Source: an optimization exercise on an open RTL-to-GDS flow (aim: small area, a short achievable clock period and few clock cycles per item). Production flows keep margins and buffers that such runs may drop. At most, simulation tests tie the RTL to the original design; equivalence was not proved.

Setup of wip/tundra:
// int_to_balanced_ternary_core
module int_to_balanced_ternary_core (
   input  logic                                    clock,
   input  logic                                    reset,
   input  logic                                    start,
   output logic                                    busy,
   input  logic signed [itbt_pkg::VALUE_WIDTH-1:0] req_value,
   output logic                                    rsp_strobe,
   output logic signed [1:0]                       rsp_trit,
   output logic                                    rsp_last_trit
);
Size in the first run: about 920 cells after synthesis, ~46 flip-flops, ~40 I/O pins.
Settings: LEC_CHECK=0, ABC_AREA=1, CAP_MARGIN=20, CORE_MARGIN=2, CORE_UTILIZATION=40, SETUP_SLACK_MARGIN=5, SLEW_MARGIN=20; clock period 8.5 ns.
standard.sh (not shown) runs the stock make flow with config.mk's settings and CLKGATE_MAP_FILE= SYNTH_SCRIPT=/design/flow/synth_recipe.tcl, a recipe that flattens the netlist after the stock synthesis.
==> flow/flow/run.sh <==
#!/bin/bash
# Standard layout, with two changes: adders are left to ABC instead of being mapped to
# full/half adder cells, and the port buffers are the smallest buffer.
set -euo pipefail
bash standard.sh ADDER_MAP_FILE= "BUFFER_PORTS_ARGS=-buffer_cell sky130_fd_sc_hd__buf_1" SETUP_SLACK_MARGIN=6 finish > standard_flow.log 2>&1
wip/tundra closes out successfully: all stages finished, all timing, DRC and antenna checks passed.
For wip/fjord, these inputs were changed with respect to wip/tundra:
==> flow/flow/run.sh <==
#!/bin/bash
# Standard layout, with four changes: adders are left to ABC instead of being mapped to
# full/half adder cells, ABC's area script maps with plain "map" (flow/abc_area.script),
# the port buffers are the smallest buffer, and the clock tree uses small clock buffers
# without dummy loads.
set -euo pipefail
rm -rf scripts
cp -r "$FLOW_HOME/scripts" scripts
cp flow/abc_area.script scripts/abc_area.script
bash standard.sh ADDER_MAP_FILE= SCRIPTS_DIR="$PWD/scripts" \
   "BUFFER_PORTS_ARGS=-buffer_cell sky130_fd_sc_hd__buf_1" \
   "CTS_ARGS=-sink_clustering_enable -repair_clock_nets -dont_use_dummy_load -buf_list {sky130_fd_sc_hd__clkbuf_2 sky130_fd_sc_hd__clkbuf_4 sky130_fd_sc_hd__clkbuf_8} -root_buf sky130_fd_sc_hd__clkbuf_8" \
   finish > standard_flow.log 2>&1
==> flow/flow/abc_area.script (new file) <==
strash
dch
map
topo
stime -c
buffer -c
upsize -c
dnsize -c
- In wip/fjord, the area added between synthesis and finish came out 31 points below the value in wip/tundra.
- Total detailed-routing wirelength came out lower on wip/fjord than on wip/tundra.
- In the reports for wip/tundra and wip/fjord, the larger combined area of all synthesized cells belongs to wip/tundra.
- Looking at cell type of the slowest stage on the worst timing path, the sky130_fd_sc_hd__dfxtp_2 result is from wip/fjord; the sky130_fd_sc_hd__o31ai_2 one comes from wip/tundra.
- Diff wip/tundra and wip/fjord: first-pass GRT wire length lower in wip/fjord
- Compared with wip/tundra, in wip/fjord routed metal-1 wirelength decreased by about 20% relative to the old numbers; full die area moved down.
- Taking wip/tundra as the reference, in wip/fjord CTS clock-pin slew for the worst setup and hold paths increased by 20 ps relative to the old numbers, number of stages on the worst setup path grew by 7, minimum clock period after layout shows an increase of 340 ps.
#### Input delta (wip/quartz over wip/fjord)
==> flow/flow/run.sh <==
#!/bin/bash
# Standard layout, with two changes: adders are left to ABC instead of being mapped to
# full/half adder cells, and the port buffers are the smallest buffer.
set -euo pipefail
bash standard.sh ADDER_MAP_FILE= "BUFFER_PORTS_ARGS=-buffer_cell sky130_fd_sc_hd__buf_1" finish > standard_flow.log 2>&1
removed: flow/flow/abc_area.script
[summary]
Against wip/fjord, wip/quartz reports a wire length that is higher. Going from wip/fjord to wip/quartz, non-clock buffer count lower, synthesized cell count now larger, starting utilization of the core area shows an increase of 0.65 points, critical path depth increased 7. As far as count of endpoints failing hold in the final timing report goes, wip/fjord and wip/quartz are indistinguishable; the numbers are identical. Wire length of the first global-routing pass: wip/quartz vs wip/fjord up about 0.33%. First element of the critical path = neg_ff: wip/quartz; first element of the critical path = pos_ff: wip/fjord.
--- input diff wip/quartz..wip/willow ---
Settings: setting PLACE_DENSITY to 0.8 for the first time; changing CORE_UTILIZATION from 40 to 65.
==> flow/flow/run.sh <==
#!/bin/bash
# Standard layout, with four changes: adders are left to ABC instead of being mapped to
# full/half adder cells, ABC's area script maps with plain "map" (flow/abc_area.script),
# the port buffers are the smallest buffer, and the clock tree uses small clock buffers
# without dummy loads.
set -euo pipefail
rm -rf scripts
cp -r "$FLOW_HOME/scripts" scripts
cp flow/abc_area.script scripts/abc_area.script
bash standard.sh ADDER_MAP_FILE= SCRIPTS_DIR="$PWD/scripts" \
   "BUFFER_PORTS_ARGS=-buffer_cell sky130_fd_sc_hd__buf_1" \
   "CTS_ARGS=-sink_clustering_enable -repair_clock_nets -dont_use_dummy_load -buf_list {sky130_fd_sc_hd__clkbuf_2 sky130_fd_sc_hd__clkbuf_4 sky130_fd_sc_hd__clkbuf_8} -root_buf sky130_fd_sc_hd__clkbuf_8" \
   finish > standard_flow.log 2>&1
==> flow/flow/abc_area.script (new file) <==
strash
dch
map
topo
stime -c
buffer -c
upsize -c
dnsize -c
[summary]
For wip/quartz, the worst setup path startpoint was neg_ff, unlike wip/willow, where it was pos_ff. Comparing wip/willow and wip/quartz, the lower total standard cell area after synthesis is on wip/willow. wip/quartz → wip/willow: weighted congestion at the end of routability-driven global placement up 4.2%, layout overhead on the synthesized area fell by 2.3 points, clock input transition at the sequential cells of the worst setup and hold paths went up, count of buffers not belonging to the clock network in the layout went down.
Edits applied to the flow inputs when going from wip/willow to wip/yarrow:
Settings: PLACE_DENSITY removed (was 0.8); CORE_UTILIZATION changed from 65 to 40.
==> flow/flow/run.sh <==
#!/bin/bash
# Standard layout, with two changes: adders are left to ABC instead of being mapped to
# full/half adder cells, and the port buffers are the smallest buffer.
set -euo pipefail
bash standard.sh ADDER_MAP_FILE= "BUFFER_PORTS_ARGS=-buffer_cell sky130_fd_sc_hd__buf_1" SETUP_SLACK_MARGIN=5.5 finish > standard_flow.log 2>&1
removed: flow/flow/abc_area.script
[summary]
The flow did not stop early for wip/willow: all stages ran, and the layout cleared the timing, design-rule and antenna checks.
wip/yarrow finished every step from synthesis to the final layout, and the layout passed the timing, design-rule and antenna checks.
Critical path depth, wip/yarrow and wip/willow: lower on wip/yarrow
On wip/yarrow: number of standard-cell rows in the floorplan is 33% higher than what wip/willow gave.
Setup slack: wip/yarrow more than wip/willow
Between wip/willow and wip/yarrow, the flow reports layout buffer count excluding clock buffers increasing by more than half.
In wip/yarrow the synthesized cell count turned out 166 higher than in wip/willow.
Comparing wip/yarrow and wip/willow, arrival time of the worst setup path is lower on wip/yarrow.
--- input diff wip/yarrow..wip/onyx ---
==> flow/flow/run.sh <==
#!/bin/bash
# Standard layout, with three changes: adders are left to ABC instead of being mapped to
# full/half adder cells, ABC's area script maps with plain "map" (flow/abc_area.script),
# and the port buffers are the smallest buffer.
set -euo pipefail
rm -rf scripts
cp -r "$FLOW_HOME/scripts" scripts
cp flow/abc_area.script scripts/abc_area.script
bash standard.sh ADDER_MAP_FILE= SCRIPTS_DIR="$PWD/scripts" \
   "BUFFER_PORTS_ARGS=-buffer_cell sky130_fd_sc_hd__buf_1" finish > standard_flow.log 2>&1
==> flow/flow/abc_area.script (new file) <==
strash
dch
map
topo
stime -c
buffer -c
upsize -c
dnsize -c
Findings:
wip/onyx finished end to end and its layout was clean on timing, DRC and antenna. Summary of wip/onyx over wip/yarrow: cell area -about 15%; routing usage on met3 +1.2 points; final worst-path cycle share +3.7 points. | global-route total usage across every layer | wip/onyx vs wip/yarrow | 0.80 points higher |. In wip/onyx relative to wip/yarrow, number of multi-input combinational cells in the layout had gone down by more than 10%. wip/yarrow → wip/onyx: clock slew seen by the registers of the worst setup and hold paths flat, non-clock buffer count down 24. Compared to wip/yarrow, wip/onyx has layout overhead on the synthesized area 9.4 points lower. wip/onyx vs. wip/yarrow: count of fill cells added during filler insertion saw a decrease.
No run of this note included a check of the RTL's function; only the layout flow was run.


== v6 ==
Another version of the RTL of int_to_balanced_ternary_core (not shown whole).
Size: ~860 cells after synthesis, roughly 50 flip-flops, ~40 I/O pins, roughly 4900 um2 of cells after synthesis.
## int_to_balanced_ternary_core
module int_to_balanced_ternary_core (
   input  logic                                    clock,
   input  logic                                    reset,
   input  logic                                    start,
   output logic                                    busy,
   input  logic signed [itbt_pkg::VALUE_WIDTH-1:0] req_value,
   output logic                                    rsp_strobe,
   output logic signed [1:0]                       rsp_trit,
   output logic                                    rsp_last_trit
);
clock: 8.5 ns
lec_check: 0
abc_area: 1
cap_margin: 20
core_margin: 2
core_utilization: 40
setup_slack_margin: 5
slew_margin: 20
==> flow/flow/run.sh <==
#!/bin/bash
# Standard layout, with four changes: adders are left to ABC instead of being mapped to
# full/half adder cells, ABC's area script maps with plain "map" (flow/abc_area.script),
# the port buffers are the smallest buffer, and the clock tree uses small clock buffers
# without dummy loads.
set -euo pipefail
rm -rf scripts
cp -r "$FLOW_HOME/scripts" scripts
cp flow/abc_area.script scripts/abc_area.script
bash standard.sh ADDER_MAP_FILE= SCRIPTS_DIR="$PWD/scripts" \
   "BUFFER_PORTS_ARGS=-buffer_cell sky130_fd_sc_hd__buf_1" \
   "CTS_ARGS=-sink_clustering_enable -repair_clock_nets -dont_use_dummy_load -buf_list {sky130_fd_sc_hd__clkbuf_2 sky130_fd_sc_hd__clkbuf_4 sky130_fd_sc_hd__clkbuf_8} -root_buf sky130_fd_sc_hd__clkbuf_8" \
   SETUP_SLACK_MARGIN=5.15 finish > standard_flow.log 2>&1
==> flow/flow/abc_area.script <==
strash
dch
map
topo
stime -c
buffer -c
upsize -c
dnsize -c
### v6 -> v7
-- flow/flow/run.sh --
<<< v6, line 12
   "CTS_ARGS=-sink_clustering_enable -repair_clock_nets -dont_use_dummy_load -buf_list {sky130_fd_sc_hd__clkbuf_2 sky130_fd_sc_hd__clkbuf_4 sky130_fd_sc_hd__clkbuf_8} -root_buf sky130_fd_sc_hd__clkbuf_8" \
   SETUP_SLACK_MARGIN=5.15 finish > standard_flow.log 2>&1
>>> v7, line 12
   "CTS_ARGS=-sink_clustering_enable -repair_clock_nets -dont_use_dummy_load -buf_list {sky130_fd_sc_hd__clkbuf_2 sky130_fd_sc_hd__clkbuf_4 sky130_fd_sc_hd__clkbuf_8} -root_buf sky130_fd_sc_hd__clkbuf_8" \
   SETUP_SLACK_MARGIN=5.25 finish > standard_flow.log 2>&1
## What came out
Setup WNS v6 -> v7: better
v7 completed every stage of the flow, and the final layout passed the timing, design-rule and antenna checks.
Comparing v7 with v6, the count of multi-input gates came out essentially unchanged.
Re first-iteration DRC count: v7 and v6 aren't equal, and the higher value belongs to v7.
Taking v7 as 1.0, v6 lands at 0.78 on sum of met3 wire segment lengths after detailed routing.
No functional check of the RTL was part of any run of this note.


Setup of run A:
The RTL this note starts from:
==> flow/design.v <==
package itbt_pkg;
   localparam int VALUE_WIDTH = 32;
   localparam int MAX_TRITS   = 21;
   localparam int QW = 34;
   localparam logic [QW-1:0] POW21 = 34'd10460353203;
   localparam logic signed [VALUE_WIDTH-1:0] HI = 32'sd1743392201;
   localparam logic signed [QW-1:0] B_POS_Z =  34'sd581130734;
   localparam logic signed [QW-1:0] B_NEG_Z = -34'sd581130734;
   localparam logic signed [QW-1:0] B_POS_P =  34'sd4067915135;
   localparam logic signed [QW-1:0] B_NEG_P =  34'sd2905653667;
   localparam logic signed [QW-1:0] B_POS_N = -34'sd2905653667;
   localparam logic signed [QW-1:0] B_NEG_N = -34'sd4067915135;
endpackage
import itbt_pkg::*;
module int_to_balanced_ternary_core (
   input  logic                                    clock,
   input  logic                                    reset,
   input  logic                                    start,
   output logic                                    busy,
   input  logic signed [itbt_pkg::VALUE_WIDTH-1:0] req_value,
   output logic                                    rsp_strobe,
   output logic signed [1:0]                       rsp_trit,
   output logic                                    rsp_last_trit
);
   logic signed [QW-1:0] q_ff;
   logic                 pos_ff;       
   logic                 neg_ff;       
   logic                 nz_ff;        
   logic [4:0]           j_ff;         
   logic                 busy_ff;      
   logic                 strobe_ff;    
   logic                 started_ff;   
   logic [QW-1:0]        q_next;
   logic [QW-1:0]        t_pos;
   logic [QW-1:0]        t_neg;
   logic                 pos_next;
   logic                 neg_next;
   logic                 in_pos;
   logic                 in_neg;
   logic                 load;
   function automatic logic ge_var(input logic [QW-1:0] a, input logic [QW-1:0] b);
      logic [63:0] gt;
      logic [63:0] eq;
      for (int i = 0; i < 64; i++) begin
         gt[i] = 1'b0;
         eq[i] = 1'b1;
      end
      for (int i = 0; i < QW - 1; i++) begin
         gt[i] = a[i] & ~b[i];
         eq[i] = a[i] | ~b[i];
      end
      gt[QW-1] = ~a[QW-1] & b[QW-1];
      eq[QW-1] = ~a[QW-1] | b[QW-1];
      for (int l = 0; l < 6; l++)
         for (int i = 0; i < 32; i++)
            if (i < (32 >> l)) begin
               gt[i] = gt[2*i+1] | (eq[2*i+1] & gt[2*i]);
               eq[i] = eq[2*i+1] & eq[2*i];
            end
      ge_var = gt[0] | eq[0];
   endfunction
   function automatic logic ge_chain(input logic [QW-1:0] a, input logic [QW-1:0] b);
      logic r;
      r = 1'b1;
      for (int i = 0; i < QW - 1; i++)
         r = (a[i] & ~b[i]) | ((a[i] | ~b[i]) & r);
      ge_chain = (~a[QW-1] & b[QW-1]) | ((~a[QW-1] | b[QW-1]) & r);
   endfunction
   always_comb begin
      logic [QW-1:0] x;
      logic [QW-1:0] s;
      logic [QW-1:0] c;
      logic [QW-1:0] b;
      logic [QW-1:0] p;
      logic [QW-1:0] gg;
      logic [QW-1:0] pp;
      logic [QW-1:0] kp;
      logic [QW-1:0] kn;
      kp = -POW21;
      kn = POW21;
      for (int i = 0; i < QW; i++)
         x[i] = (kp[i] & kn[i]) ? nz_ff : (kp[i] ? pos_ff : (kn[i] ? neg_ff : 1'b0));
      for (int i = 0; i < QW; i++) begin
         s[i] = q_ff[i] ^ (i > 0 ? q_ff[i-1] : 1'b0) ^ x[i];
         c[i] = (i > 0) ? ((q_ff[i] & q_ff[i-1]) | (q_ff[i] & x[i]) | (q_ff[i-1] & x[i])) : (q_ff[i] & x[i]);
      end
      b  = {c[QW-2:0], 1'b0};
      p  = s ^ b;
      gg = s & b;
      pp = p;
      for (int l = 0; (1 << l) < QW; l++)
         for (int i = 0; i < QW; i++)
            if (((i >> l) & 1) == 1) begin
               gg[i] = gg[i] | (pp[i] & gg[((i >> l) << l) - 1]);
               pp[i] = pp[i] & pp[((i >> l) << l) - 1];
            end
      for (int i = 0; i < QW; i++)
         q_next[i] = p[i] ^ (i > 0 ? gg[i-1] : 1'b0);
   end
   always_comb begin
      logic [QW-1:0] pp_;
      logic [QW-1:0] pn_;
      logic [QW-1:0] pz_;
      logic [QW-1:0] np_;
      logic [QW-1:0] nn_;
      logic [QW-1:0] nz_;
      pp_ = B_POS_P;
      pn_ = B_POS_N;
      pz_ = B_POS_Z;
      np_ = B_NEG_P;
      nn_ = B_NEG_N;
      nz_ = B_NEG_Z;
      for (int i = 0; i < QW; i++) begin
         t_pos[i] = (pp_[i] & pos_ff) | (pn_[i] & neg_ff) | (pz_[i] & ~nz_ff);
         t_neg[i] = (np_[i] & pos_ff) | (nn_[i] & neg_ff) | (nz_[i] & ~nz_ff);
      end
   end
   assign pos_next = ge_chain(q_ff, t_pos);
   assign neg_next = ge_chain(t_neg, q_ff);
   assign in_pos = ge_var({{(QW-VALUE_WIDTH){req_value[VALUE_WIDTH-1]}}, req_value}, {{(QW-VALUE_WIDTH){HI[VALUE_WIDTH-1]}}, HI});
   assign in_neg = ge_var(-{{(QW-VALUE_WIDTH){HI[VALUE_WIDTH-1]}}, HI}, {{(QW-VALUE_WIDTH){req_value[VALUE_WIDTH-1]}}, req_value});
   assign load = start & ~busy_ff;
   always_ff @(posedge clock) begin
      if (reset) begin
         busy_ff   <= 1'b0;
         strobe_ff <= 1'b0;
      end else if (load) begin
         busy_ff   <= 1'b1;
         strobe_ff <= in_pos | in_neg;
      end else if (busy_ff) begin
         busy_ff   <= (j_ff != 5'd1);
         strobe_ff <= started_ff | nz_ff | pos_next | neg_next | (j_ff == 5'd1);
      end else begin
         busy_ff   <= 1'b0;
         strobe_ff <= 1'b0;
      end
   end
   always_ff @(posedge clock) begin
      if (load) begin
         q_ff       <= {{(QW-VALUE_WIDTH){req_value[VALUE_WIDTH-1]}}, req_value};
         pos_ff     <= in_pos;
         neg_ff     <= in_neg;
         nz_ff      <= in_pos | in_neg;
         j_ff       <= 5'd20;
         started_ff <= 1'b0;
      end else begin
         q_ff       <= q_next;
         pos_ff     <= pos_next;
         neg_ff     <= neg_next;
         nz_ff      <= pos_next | neg_next;
         j_ff       <= j_ff - 5'd1;
         started_ff <= started_ff | nz_ff;
      end
   end
   assign busy          = busy_ff;
   assign rsp_strobe    = strobe_ff;
   assign rsp_trit      = {neg_ff, nz_ff};
   assign rsp_last_trit = (j_ff == 5'd0);
endmodule
export LEC_CHECK = 0
export ABC_AREA = 1
export CAP_MARGIN = 20
export CORE_MARGIN = 2
export CORE_UTILIZATION = 40
export SETUP_SLACK_MARGIN = 5
export SLEW_MARGIN = 20
create_clock -name core_clock -period 8.5 [get_ports {clock}]
==> flow/flow/run.sh <==
#!/bin/bash
# Standard layout, with four changes: adders are left to ABC instead of being mapped to
# full/half adder cells, ABC's area script maps with plain "map" (flow/abc_area.script),
# the port buffers are the smallest buffer, and the clock tree uses small clock buffers
# without dummy loads.
set -euo pipefail
rm -rf scripts
cp -r "$FLOW_HOME/scripts" scripts
cp flow/abc_area.script scripts/abc_area.script
bash standard.sh ADDER_MAP_FILE= SCRIPTS_DIR="$PWD/scripts" \
   "BUFFER_PORTS_ARGS=-buffer_cell sky130_fd_sc_hd__buf_1" \
   "CTS_ARGS=-sink_clustering_enable -repair_clock_nets -dont_use_dummy_load -buf_list {sky130_fd_sc_hd__clkbuf_2 sky130_fd_sc_hd__clkbuf_4 sky130_fd_sc_hd__clkbuf_8} -root_buf sky130_fd_sc_hd__clkbuf_8" \
   finish > standard_flow.log 2>&1
Scripts as last shown in full above: flow/flow/abc_area.script
Testbench counts of run A, summed over its fixed seeds: cycles 50,408, conversions 2,400.
### run A -> run B
==> flow/flow/abc_area.script <==
&get -n
&st
&dch
&nf
&put
topo
stime -c
buffer -c
upsize -c
dnsize -c
Results
- Arithmetic-cell share of the synthesized area counting full adders, half adders and majority gates was lower in run A than in run B.
- Run B supports a lower top clock frequency than run A.
- Summary of run B over run A: minimum period implied by the final worst setup slack rose 0.76 ns; latest clock arrival within the worst-skew pair roughly the same; count of instances resized after the clock tree is built climbed 17.
- Going from run A to run B, the die area was enlarged.
## Diff of input files: run C against run B
==> flow/flow/abc_area.script <==
strash
dch -f
map
topo
stime -c
buffer -c
upsize -c
dnsize -c
## What came out
Run C ended with more cell area after placement than run B. [compare] base=run B new=run C: count of vias placed by the detailed router up 787; minimum period implied by the final worst setup slack shows a reduction of 0.72 ns. Post-layout instance area (lower): run C. Sort run C and run B by adder-cell area share of the yosys netlist, ascending, and run C comes first. compound AO/OA/AOI/OAI gates as the largest family of logic cells by synthesized area was reported by run B, and simple AND/OR/NAND/NOR gates by run C.

[port drivers added, routing unchanged]
How much do the figures lean on ideal ports? The routed layouts below were timed once more, with nothing changed but the port constraints.
Step 1 (the two cells are an assumption about what drives the block):
set clk [get_ports {clock}]
set_driving_cell -lib_cell sky130_fd_sc_hd__clkbuf_16 $clk
set_driving_cell -lib_cell sky130_fd_sc_hd__buf_2 [delete_from_list [all_inputs] $clk]
Step 2 adds t to the input delays and takes it off the output delays; t is the mean of the earliest and latest rising clock arrival at the registers after step 1. Input paths then give back, and output paths get back, about the clock's delay inside the block.
a / b / c = ideal ports / drivers / drivers and shift; a / b = the first two.
run	t, ns	setup slack, ns	hold slack, ns
wip/tundra	0.341	5.596 / 5.603 / 5.271	0.458 / 0.458 / 0.458
wip/fjord	0.350	5.256 / 5.256 / 5.022	0.467 / 0.467 / 0.467
wip/quartz	0.337	5.346 / 5.346 / 5.106	0.460 / 0.460 / 0.460
wip/willow	0.337	5.217 / 5.217 / 5.217	0.467 / 0.467 / 0.467
wip/yarrow	0.337	5.586 / 5.607 / 5.270	0.460 / 0.460 / 0.460
wip/onyx	0.334	5.270 / 5.270 / 5.027	0.470 / 0.470 / 0.470
v6	0.358	5.140 / 5.146 / 4.788	0.487 / 0.487 / 0.487
v7	0.358	5.153 / 5.158 / 4.800	0.484 / 0.484 / 0.484
run A	0.343	5.235 / 5.244 / 4.902	0.477 / 0.477 / 0.477
run B	0.352	4.473 / 4.473 / 4.473	0.476 / 0.476 / 0.476
run C	0.353	5.191 / 5.202 / 4.849	0.470 / 0.470 / 0.470
After both steps every run listed still meets setup and hold. The setup slack of v7, which loses most, moves by +0.005 ns with the drivers and by -0.353 ns with both steps.
